Source: an optimization exercise on an open RTL-to-GDS flow (aim: small area and a short achievable clock period). Production flows keep margins and buffers that such runs may drop.
RTL that was checked went through simulation tests only; none was proved equivalent to the original.
Power figures rest on the tool's default switching activity, not on a simulated workload.

==> flow/design.v <==
module dcache_dm (
  input  logic        CLK,
  input  logic        nRST,
  input  logic        halt,
  input  logic        dmemREN,
  input  logic        dmemWEN,
  input  logic        datomic,
  input  logic [31:0] dmemaddr,
  input  logic [31:0] dmemstore,
  output logic        dhit,
  output logic [31:0] dmemload,
  output logic        dREN,
  output logic        dWEN,
  output logic [31:0] daddr,
  output logic [31:0] dstore,
  input  logic        dwait,
  input  logic [31:0] dload,
  output logic        flushed
);
  logic s_idle, s_wb0, s_wb1, s_ld0, s_ld1, s_flush, s_fwb0, s_fwb1, s_done, s_fl;
  logic [7:0]  valid, dirty;
  logic [25:0] tags   [8];
  logic [31:0] words0 [8];
  logic [31:0] words1 [8];
  logic [25:0] req_tag;
  logic [2:0]  req_idx;
  logic        req_off;
  logic        req, hit, miss, do_write;
  assign req_tag = dmemaddr[31:6];
  assign req_idx = dmemaddr[5:3];
  assign req_off = dmemaddr[2];
  assign req     = dmemREN | dmemWEN;
  logic [7:0]  fsel, rsel;
  logic        wsel_en;
  logic [2:0]  cnt;
  logic        roff;
  logic [25:0] rtag;
  logic [31:0] rword;
  assign wsel_en = !(s_idle && dmemWEN);
  always_comb begin
    rtag  = '0;
    rword = '0;
    for (int i = 0; i < 8; i++) begin
      rsel[i] = fsel[i] | (!s_fl && req_idx == i);
      rtag    = rtag  | ({26{rsel[i]}} & tags[i]);
      rword   = rword | ({32{rsel[i] && wsel_en && !roff}} & words0[i]) |
                        ({32{rsel[i] && wsel_en &&  roff}} & words1[i]);
    end
  end
  assign cnt  = {|fsel[7:4], |{fsel[7:6], fsel[3:2]}, |{fsel[7], fsel[5], fsel[3], fsel[1]}};
  assign roff = s_idle ? req_off : (s_wb1 | s_fwb1);
  assign hit  = s_idle && req && valid[req_idx] && (rtag == req_tag);
  assign miss = s_idle && req && !hit && !halt;
  logic [31:0] link;
  logic        link_valid;
  logic        link_eq, sc_ok;
  assign link_eq  = (link == dmemaddr);
  assign sc_ok    = link_valid && link_eq;
  assign do_write = hit && dmemWEN && (!datomic || sc_ok);
  always_ff @(posedge CLK or negedge nRST) begin
    if (!nRST)                              link_valid <= 1'b0;
    else if (hit && !dmemWEN && datomic)    link_valid <= 1'b1;
    else if (do_write && link_eq)           link_valid <= 1'b0;
  end
  always_ff @(posedge CLK) begin
    if (hit && !dmemWEN && datomic) link <= dmemaddr;
  end
  logic fl_last, fl_clean;
  assign fl_last  = fsel[7];
  assign fl_clean = !(|(dirty & fsel));
  always_ff @(posedge CLK or negedge nRST) begin
    if (!nRST) begin
      s_idle  <= 1'b1;
      s_wb0   <= 1'b0;
      s_wb1   <= 1'b0;
      s_ld0   <= 1'b0;
      s_ld1   <= 1'b0;
      s_flush <= 1'b0;
      s_fwb0  <= 1'b0;
      s_fwb1  <= 1'b0;
      s_done  <= 1'b0;
      s_fl    <= 1'b0;
    end else begin
      s_idle  <= s_idle ? (!halt && !miss) : (s_ld1 && !dwait);
      s_wb0   <= (miss && dirty[req_idx]) || (s_wb0 && dwait);
      s_wb1   <= (s_wb0 && !dwait) || (s_wb1 && dwait);
      s_ld0   <= (miss && !dirty[req_idx]) || (s_wb1 && !dwait) || (s_ld0 && dwait);
      s_ld1   <= (s_ld0 && !dwait) || (s_ld1 && dwait);
      s_flush <= (s_idle && halt) || (s_flush && fl_clean && !fl_last) ||
                 (s_fwb1 && !dwait && !fl_last);
      s_fwb0  <= (s_flush && !fl_clean) || (s_fwb0 && dwait);
      s_fwb1  <= (s_fwb0 && !dwait) || (s_fwb1 && dwait);
      s_done  <= s_done || (s_flush && fl_clean && fl_last) || (s_fwb1 && !dwait && fl_last);
      s_fl    <= (s_idle && halt) || (s_flush && !(fl_clean && fl_last)) || s_fwb0 ||
                 (s_fwb1 && !(!dwait && fl_last));
    end
  end
  assign dhit     = hit;
  assign dmemload = {rword[31:1], rword[0] | (dmemWEN & datomic & sc_ok)};
  assign dstore   = rword;
  assign dREN     = s_ld0 | s_ld1;
  assign dWEN     = s_wb0 | s_wb1 | s_fwb0 | s_fwb1;
  assign daddr    = {rtag, (s_fl ? cnt : req_idx), (s_wb1 | s_ld1 | s_fwb1), 2'b00};
  assign flushed  = s_done;
  logic [31:0] wdata;
  logic        we0, we1, ld_done, tag_we;
  assign wdata   = s_idle ? dmemstore : dload;
  assign ld_done = s_ld1 && !dwait;
  assign we0     = (do_write && !req_off) || (s_ld0 && !dwait);
  assign we1     = (do_write &&  req_off) || ld_done;
  assign tag_we  = (s_idle && req && !dirty[req_idx]) || (s_wb1 && !dwait);
  always_ff @(posedge CLK) begin
    for (int i = 0; i < 8; i++) begin
      if (we0 && req_idx == i)    words0[i] <= wdata;
      if (we1 && req_idx == i)    words1[i] <= wdata;
      if (tag_we && req_idx == i) tags[i]   <= req_tag;
    end
  end
  always_ff @(posedge CLK or negedge nRST) begin
    if (!nRST) begin
      valid <= '0;
      dirty <= '0;
    end else begin
      for (int i = 0; i < 8; i++) begin
        if (ld_done && req_idx == i) begin
          valid[i] <= 1'b1;
          dirty[i] <= 1'b0;
        end else if (do_write && req_idx == i) begin
          dirty[i] <= 1'b1;
        end else if (s_fwb1 && !dwait && fsel[i]) begin
          dirty[i] <= 1'b0;
        end
      end
    end
  end
  always_ff @(posedge CLK or negedge nRST) begin
    if (!nRST) begin
      fsel <= '0;
    end else if (s_idle && halt) begin
      fsel <= 8'd1;
    end else if ((s_flush && fl_clean) || (s_fwb1 && !dwait)) begin
      fsel <= {fsel[6:0], 1'b0};
    end
  end
endmodule
clock: 6.5 ns
lec_check: 0
abc_area: 1
cap_margin: 20
core_margin: 2
core_utilization: 60
cts_cluster_diameter: 80
cts_cluster_size: 30
setup_slack_margin: 2.0
slew_margin: 20
standard.sh (not shown) runs the stock make flow with config.mk's settings and CLKGATE_MAP_FILE= SYNTH_SCRIPT=/design/flow/synth_recipe.tcl, a recipe that flattens the netlist after the stock synthesis.
==> flow/flow/run.sh <==
#!/bin/bash
# Standard layout, with the ports buffered by buf_4 cells instead of the default buffer
# and no dummy loads in the clock tree.
set -e
export BUFFER_PORTS_ARGS="-buffer_cell sky130_fd_sc_hd__buf_4"
export CTS_ARGS="-sink_clustering_enable -repair_clock_nets -sink_clustering_size 30 -sink_clustering_max_diameter 80 -dont_use_dummy_load"
bash standard.sh > standard_flow.log 2>&1
Then changed:
--- a/flow/design.v
+++ b/flow/design.v
@@ -23,4 +23,5 @@
   logic [31:0] words0 [8];
   logic [31:0] words1 [8];
+  logic [2:0]  cnt;
   logic [25:0] req_tag;
   logic [2:0]  req_idx;
@@ -31,23 +32,12 @@
   assign req_off = dmemaddr[2];
   assign req     = dmemREN | dmemWEN;
-  logic [7:0]  fsel, rsel;
-  logic        wsel_en;
-  logic [2:0]  cnt;
+  logic [2:0]  ridx;
   logic        roff;
   logic [25:0] rtag;
   logic [31:0] rword;
-  assign wsel_en = !(s_idle && dmemWEN);
-  always_comb begin
-    rtag  = '0;
-    rword = '0;
-    for (int i = 0; i < 8; i++) begin
-      rsel[i] = fsel[i] | (!s_fl && req_idx == i);
-      rtag    = rtag  | ({26{rsel[i]}} & tags[i]);
-      rword   = rword | ({32{rsel[i] && wsel_en && !roff}} & words0[i]) |
-                        ({32{rsel[i] && wsel_en &&  roff}} & words1[i]);
-    end
-  end
-  assign cnt  = {|fsel[7:4], |{fsel[7:6], fsel[3:2]}, |{fsel[7], fsel[5], fsel[3], fsel[1]}};
-  assign roff = s_idle ? req_off : (s_wb1 | s_fwb1);
+  assign ridx  = s_fl ? cnt : req_idx;
+  assign roff  = s_idle ? req_off : (s_wb1 | s_fwb1);
+  assign rtag  = tags[ridx];
+  assign rword = roff ? words1[ridx] : words0[ridx];
   assign hit  = s_idle && req && valid[req_idx] && (rtag == req_tag);
   assign miss = s_idle && req && !hit && !halt;
@@ -67,6 +57,6 @@
   end
   logic fl_last, fl_clean;
-  assign fl_last  = fsel[7];
-  assign fl_clean = !(|(dirty & fsel));
+  assign fl_last  = (cnt == 3'd7);
+  assign fl_clean = !dirty[cnt];
   always_ff @(posedge CLK or negedge nRST) begin
     if (!nRST) begin
@@ -97,9 +87,9 @@
   end
   assign dhit     = hit;
-  assign dmemload = {rword[31:1], rword[0] | (dmemWEN & datomic & sc_ok)};
+  assign dmemload = dmemWEN ? {31'b0, datomic & sc_ok} : rword;
   assign dstore   = rword;
   assign dREN     = s_ld0 | s_ld1;
   assign dWEN     = s_wb0 | s_wb1 | s_fwb0 | s_fwb1;
-  assign daddr    = {rtag, (s_fl ? cnt : req_idx), (s_wb1 | s_ld1 | s_fwb1), 2'b00};
+  assign daddr    = {rtag, ridx, (s_wb1 | s_ld1 | s_fwb1), 2'b00};
   assign flushed  = s_done;
   logic [31:0] wdata;
@@ -128,5 +118,5 @@
         end else if (do_write && req_idx == i) begin
           dirty[i] <= 1'b1;
-        end else if (s_fwb1 && !dwait && fsel[i]) begin
+        end else if (s_fwb1 && !dwait && cnt == i) begin
           dirty[i] <= 1'b0;
         end
@@ -136,9 +126,7 @@
   always_ff @(posedge CLK or negedge nRST) begin
     if (!nRST) begin
-      fsel <= '0;
-    end else if (s_idle && halt) begin
-      fsel <= 8'd1;
+      cnt <= '0;
     end else if ((s_flush && fl_clean) || (s_fwb1 && !dwait)) begin
-      fsel <= {fsel[6:0], 1'b0};
+      if (!fl_last) cnt <= cnt + 3'd1;
     end
   end
What happened: The new run completed with no timing, DRC or antenna violations; wire length went up by 6.0%; area after synthesis grows by 1.8%; final cell count went down by 2.2%; total power is lower by 7.6%; via count went up by 4.6%; die area rose by 1.8%; flip-flop and latch count fell by 5; clock-buffer cell count stays the same.
For the first run of this note, only the layout was checked, not whether the RTL still works.

-- port drivers added, routing unchanged --
In the flow no input, the clock included, has a driving cell. The finished layouts below were timed again as built, in two steps. Step 1 (the two cells are an assumption about what drives the block):
set clk [get_ports {CLK}]
set_driving_cell -lib_cell sky130_fd_sc_hd__clkbuf_16 $clk
set_driving_cell -lib_cell sky130_fd_sc_hd__buf_2 [delete_from_list [all_inputs] $clk]
Step 2 moves the port delays by t, midway between the first and last clock arrival at a register: inputs arrive t later, outputs are due t later. That takes back most of the time a late clock gives input paths. a / b / c = no drivers / after step 1 / after step 2; a / b = the first two.
run | t (ns) | setup WS [ns] | worst hold slack (ns) | worst setup path at the end
the first run | 0.643 | 1.811 / 1.751 / 1.448 | 0.482 / 0.482 / 0.482 | input to register
the second run | 0.641 | 1.859 / 1.796 / 1.467 | 0.460 / 0.460 / 0.460 | input to register
After both steps setup and hold are still met in every run listed. The setup slack of the second run, which loses most, moves by -0.063 ns with the drivers and by -0.392 ns with both steps.
